This design comes from an exercise in tuning for small area, a short achievable clock period and few clock cycles per item on the open sky130 flow, not from production work. In this exercise RTL edits were held to simulation tests only and were not proved equivalent to the original.

==> flow/design.v <==
package rsa_pkg;
  localparam int OPERAND_WIDTH = 32;
  localparam int EXP_BITS = 16;
  localparam int ACC_WIDTH = OPERAND_WIDTH + 1;
  localparam logic [1:0] OP_NOP = 2'd0;
  localparam logic [1:0] OP_EXP = 2'd1;
  localparam logic [2:0] PARAM_MODULUS = 3'd0;
  localparam logic [2:0] PARAM_R_MOD_N = 3'd1;
  localparam logic [2:0] PARAM_BASE = 3'd2;
  localparam logic [2:0] PARAM_R2_MOD_N = 3'd3;
  localparam logic [2:0] PARAM_EXPONENT = 3'd4;
endpackage
`timescale 1ns/1ps
module csa_row #(
  parameter int   W    = 8,
  parameter logic FILL = 1'b0
) (
  input  logic [W-1:0] x,
  input  logic [W-1:0] y,
  input  logic [W-1:0] z,
  output logic [W-1:0] s,
  output logic [W-1:0] c
);
  assign s = x ^ y ^ z;
  assign c = {(x[W-2:0] & y[W-2:0]) | (x[W-2:0] & z[W-2:0]) | (y[W-2:0] & z[W-2:0]), FILL};
endmodule
import rsa_pkg::*;
module mont_digit (
  input  logic [ACC_WIDTH-1:0]     s_n,
  input  logic [ACC_WIDTH-1:0]     c_n,
  input  logic [1:0]               a_bits,
  input  logic [OPERAND_WIDTH-1:0] b,
  input  logic [OPERAND_WIDTH-1:0] modulus,
  output logic [ACC_WIDTH-1:0]     s_nxt_n,
  output logic [ACC_WIDTH-1:0]     c_nxt_n
);
  localparam int TW  = ACC_WIDTH + 1;   
  localparam int EXT = TW - OPERAND_WIDTH;
  logic [TW-1:0] s_in, c_in;
  logic [TW-1:0] pp0, pp1, mm0, mm1;
  logic [TW-1:0] xs1, xc1, xs2, xc2, xs3, xc3, xs4, xc4;
  logic [TW-1:0] hs, hc;
  logic          s0, c0, p0;
  logic          q0, q1;
  logic          w_mid;
  assign s_in = {1'b1, s_n};
  assign c_in = {1'b1, c_n};
  assign s0    = ~s_n[0];
  assign c0    = ~c_n[0];
  assign p0    = a_bits[0] & b[0];
  assign q0    = s_n[0] ^ c_n[0] ^ p0;
  assign w_mid = (s0 | c0 | p0) & ~(s0 & c0 & p0);
  assign q1    = s_n[1] ^ c_n[1] ^ (a_bits[0] & b[1]) ^ (q0 & modulus[1]) ^ w_mid ^
                 (a_bits[1] & b[0]);
  assign pp0 = {{EXT{1'b1}}, ~({OPERAND_WIDTH{a_bits[0]}} & b)};
  assign pp1 = {{EXT{1'b1}}, ~({OPERAND_WIDTH{a_bits[1]}} & b)};
  assign mm0 = {{EXT{1'b1}}, ~({OPERAND_WIDTH{q0}} & modulus)};
  assign mm1 = {{EXT{1'b1}}, ~({OPERAND_WIDTH{q1}} & modulus)};
  csa_row #(.W(TW), .FILL(1'b1)) row1 (.x(s_in), .y(c_in), .z(pp0), .s(xs1), .c(xc1));
  csa_row #(.W(TW), .FILL(1'b1)) row2 (.x(xs1), .y(xc1), .z(mm0), .s(xs2), .c(xc2));
  assign hs = {1'b1, xs2[TW-1:1]};
  assign hc = {1'b1, xc2[TW-1:1]};
  csa_row #(.W(TW), .FILL(1'b1)) row3 (.x(hs), .y(hc), .z(pp1), .s(xs3), .c(xc3));
  csa_row #(.W(TW), .FILL(1'b1)) row4 (.x(xs3), .y(xc3), .z(mm1), .s(xs4), .c(xc4));
  assign s_nxt_n = xs4[TW-1:1];
  assign c_nxt_n = xc4[TW-1:1];
endmodule
`timescale 1ns/1ps
import rsa_pkg::*;
module rsa_top (
  input  logic                     clk,
  input  logic                     resetn,
  input  logic                     param_valid,
  input  logic [2:0]               param_sel,
  input  logic [OPERAND_WIDTH-1:0] param_data,
  output logic                     param_ready,
  input  logic                     cmd_valid,
  input  logic [1:0]               cmd_op,
  output logic                     cmd_ready,
  output logic                     result_valid,
  output logic [OPERAND_WIDTH-1:0] result_data,
  input  logic                     result_ready,
  output logic                     busy
);
  logic                     param_fire;
  logic                     exp_fire;
  logic [OPERAND_WIDTH-1:0] modulus;
  logic [OPERAND_WIDTH-1:0] base;
  logic [OPERAND_WIDTH-1:0] r2_mod_n;
  logic [EXP_BITS-1:0]      exponent;
  logic                     exp_done;
  assign param_ready = ~busy;
  assign cmd_ready   = ~busy;
  assign param_fire  = param_valid & ~busy;
  assign exp_fire    = cmd_valid & ~busy & (cmd_op == OP_EXP);
  always_ff @(posedge clk) begin
    if (param_fire) begin
      case (param_sel)
        PARAM_MODULUS:  modulus  <= param_data;
        PARAM_BASE:     base     <= param_data;
        PARAM_R2_MOD_N: r2_mod_n <= param_data;
        PARAM_EXPONENT: exponent <= param_data[EXP_BITS-1:0];
        default: begin
        end
      endcase
    end
  end
  always_ff @(posedge clk) begin
    if (!resetn) begin
      busy         <= 1'b0;
      result_valid <= 1'b0;
    end else begin
      if (exp_fire) begin
        busy <= 1'b1;
      end else if (result_valid && result_ready) begin
        busy <= 1'b0;
      end
      if (exp_done) begin
        result_valid <= 1'b1;
      end else if (result_ready) begin
        result_valid <= 1'b0;
      end
    end
  end
  logic                     ph_init;
  logic                     ph_iter;
  logic                     ph_res;
  logic                     ph_sub;
  logic [3:0]               it_cnt;
  logic [4:0]               rnd;
  logic                     last_rnd;
  logic                     conv_rnd;
  logic                     e_bit;
  logic                     acc_take;
  logic                     mm_clear;
  assign last_rnd = (rnd == 5'd16);
  assign e_bit    = exponent[rnd[3:0] - 4'd1];
  assign acc_take = !conv_rnd && e_bit;
  assign exp_done = ph_sub & last_rnd;
  assign mm_clear = ph_init | ph_sub;
  always_ff @(posedge clk) begin
    if (!resetn) begin
      ph_init <= 1'b0;
      ph_iter <= 1'b0;
      ph_res  <= 1'b0;
      ph_sub  <= 1'b0;
    end else begin
      ph_init <= exp_fire;
      ph_res  <= ph_iter & (it_cnt == 4'd15);
      ph_sub  <= ph_res;
      if (ph_init | (ph_sub & ~last_rnd)) begin
        ph_iter <= 1'b1;
      end else if (it_cnt == 4'd15) begin
        ph_iter <= 1'b0;
      end
    end
  end
  always_ff @(posedge clk) begin
    if (ph_init) begin
      rnd      <= '0;
      conv_rnd <= 1'b1;
    end else if (ph_sub) begin
      rnd      <= rnd + 5'd1;
      conv_rnd <= 1'b0;
    end
    if (ph_iter) begin
      it_cnt <= it_cnt + 4'd1;
    end else begin
      it_cnt <= '0;
    end
  end
  logic [OPERAND_WIDTH-1:0] sq;
  logic [OPERAND_WIDTH-1:0] acc;
  logic [1:0]               a_bits;
  logic [1:0]               a_fetch;
  logic [OPERAND_WIDTH-1:0] a_src;
  logic [ACC_WIDTH:0]       sq_sum;
  logic [ACC_WIDTH:0]       acc_sum;
  logic [ACC_WIDTH-1:0]     sq_sn, sq_cn, acc_sn, acc_cn;
  logic [ACC_WIDTH-1:0]     sq_sn_nxt, sq_cn_nxt, acc_sn_nxt, acc_cn_nxt;
  logic [ACC_WIDTH-1:0]     neg_n;
  assign a_src   = conv_rnd ? base : sq;
  assign a_fetch = a_src[{it_cnt + 4'd1, 1'b0} +: 2];
  always_ff @(posedge clk) begin
    if (ph_init) begin
      a_bits <= base[1:0];
    end else if (ph_sub) begin
      a_bits <= sq_sum[ACC_WIDTH] ? sq_sum[1:0] : sq[1:0];
    end else begin
      a_bits <= a_fetch;
    end
  end
  always_ff @(posedge clk) begin
    if (ph_init) begin
      sq  <= r2_mod_n;
      acc <= {{(OPERAND_WIDTH-1){1'b0}}, |modulus[OPERAND_WIDTH-1:1]};
    end else begin
      if (ph_res | (ph_sub & sq_sum[ACC_WIDTH])) begin
        sq <= sq_sum[OPERAND_WIDTH-1:0];
      end
      if (acc_take & (ph_res | (ph_sub & acc_sum[ACC_WIDTH]))) begin
        acc <= acc_sum[OPERAND_WIDTH-1:0];
      end
    end
  end
  assign result_data = acc;
  assign neg_n   = {1'b1, ~modulus[OPERAND_WIDTH-1:1], 1'b1};
  assign sq_sum  = ~({1'b0, sq_sn} + {1'b0, sq_cn} + {{ACC_WIDTH{1'b0}}, 1'b1});
  assign acc_sum = ~({1'b0, acc_sn} + {1'b0, acc_cn} + {{ACC_WIDTH{1'b0}}, 1'b1});
  mont_digit dig_sq (
    .s_n     (sq_sn),
    .c_n     (sq_cn),
    .a_bits  (a_bits),
    .b       (sq),
    .modulus (modulus),
    .s_nxt_n (sq_sn_nxt),
    .c_nxt_n (sq_cn_nxt)
  );
  mont_digit dig_acc (
    .s_n     (acc_sn),
    .c_n     (acc_cn),
    .a_bits  (a_bits),
    .b       (acc),
    .modulus (modulus),
    .s_nxt_n (acc_sn_nxt),
    .c_nxt_n (acc_cn_nxt)
  );
  logic sel_res, sel_step;
  assign sel_res  = ph_res;
  assign sel_step = ~ph_res & ~mm_clear;
  always_ff @(posedge clk) begin
    sq_sn  <= ({ACC_WIDTH{~sel_res}} | ~sq_sum[ACC_WIDTH-1:0])  & ({ACC_WIDTH{~sel_step}} | sq_sn_nxt);
    sq_cn  <= ({ACC_WIDTH{~sel_res}} | ~neg_n)                  & ({ACC_WIDTH{~sel_step}} | sq_cn_nxt);
    acc_sn <= ({ACC_WIDTH{~sel_res}} | ~acc_sum[ACC_WIDTH-1:0]) & ({ACC_WIDTH{~sel_step}} | acc_sn_nxt);
    acc_cn <= ({ACC_WIDTH{~sel_res}} | ~neg_n)                  & ({ACC_WIDTH{~sel_step}} | acc_cn_nxt);
  end
endmodule
==> flow/config.mk <==
export PLATFORM = sky130hd
export DESIGN_NAME = rsa_top
export DESIGN_NICKNAME = rsa_top
export VERILOG_FILES = /design/flow/design.v
export SDC_FILE = /design/flow/constraint.sdc
export NUM_CORES = 4
export LEC_CHECK = 0
export CAP_MARGIN = 20
export CORE_MARGIN = 2
export CORE_UTILIZATION = 55
export CTS_CLUSTER_DIAMETER = 100
export CTS_CLUSTER_SIZE = 26
export SETUP_SLACK_MARGIN = 4.8
export SLEW_MARGIN = 20
export SYNTH_HIERARCHICAL = 1
==> flow/constraint.sdc <==
create_clock -name core_clock -period 8.0 [get_ports {clk}]
set_input_delay 1.6000 -clock core_clock [delete_from_list [all_inputs] [get_ports {clk}]]
set_output_delay 1.6000 -clock core_clock [all_outputs]
set_load 0.01 [all_outputs]
standard.sh (not shown) runs the stock make flow with config.mk's settings and CLKGATE_MAP_FILE= SYNTH_SCRIPT=/design/flow/synth_recipe.tcl, a recipe that flattens the netlist after the stock synthesis.
==> flow/flow/run.sh <==
#!/bin/bash
# Standard layout, with plain buffers on the ports instead of delay cells.
set -e
export BUFFER_PORTS_ARGS="-buffer_cell sky130_fd_sc_hd__buf_2"
bash standard.sh > standard.log 2>&1
Testbench counts at the start, summed over its fixed seeds: cycles 40,192, items 128.
Next try:
CORE_UTILIZATION = 62   (was 55)
SETUP_SLACK_MARGIN = 4.85   (was 4.8)
Clock skew climbs by 14 ps; via count climbs by 0.33%; die area drops by 11%.
Next try:
CAP_MARGIN = 10   (was 20)
CORE_UTILIZATION = 55   (was 62)
CTS_BUF_LIST = sky130_fd_sc_hd__clkbuf_8 sky130_fd_sc_hd__clkbuf_16   (was not set)
SLEW_MARGIN = 10   (was 20)
Synthesized area does not change.
Cell area is higher slightly.
Final cell count climbs by a few percent.
Non-clock buffer count rose by 9.

[separate check: timing with driven ports]
How much do the figures lean on ideal ports? The routed layouts below were timed once more, with nothing changed but the port constraints. Step 1 (the two cells are an assumption about what drives the block):
set clk [get_ports {clk}]
set_driving_cell -lib_cell sky130_fd_sc_hd__clkbuf_16 $clk
set_driving_cell -lib_cell sky130_fd_sc_hd__buf_2 [delete_from_list [all_inputs] $clk]
Step 2, shift: input delay + t, output delay - t, t = (earliest + latest rising clock arrival at the registers) / 2. This alone moves slack from input paths to output paths. Three values: ideal, step 1, step 2; two values: the first two.
run	t (ns)	slack for setup (ns)	hold slack, ns	worst register clock-pin slew, ns
the first run	0.595	4.826 / 4.826 / 4.826	0.475 / 0.475 / 0.475	0.11 / 0.11
the second run	0.590	4.798 / 4.798 / 4.798	0.491 / 0.491 / 0.491	0.11 / 0.11
the third run	0.589	4.882 / 4.882 / 4.649	0.488 / 0.488 / 0.488	0.11 / 0.11
After both steps setup and hold are still met in every run listed. For the third run, which loses most, drivers alone change the setup slack by 0.000 ns; drivers and shift together by -0.233 ns.
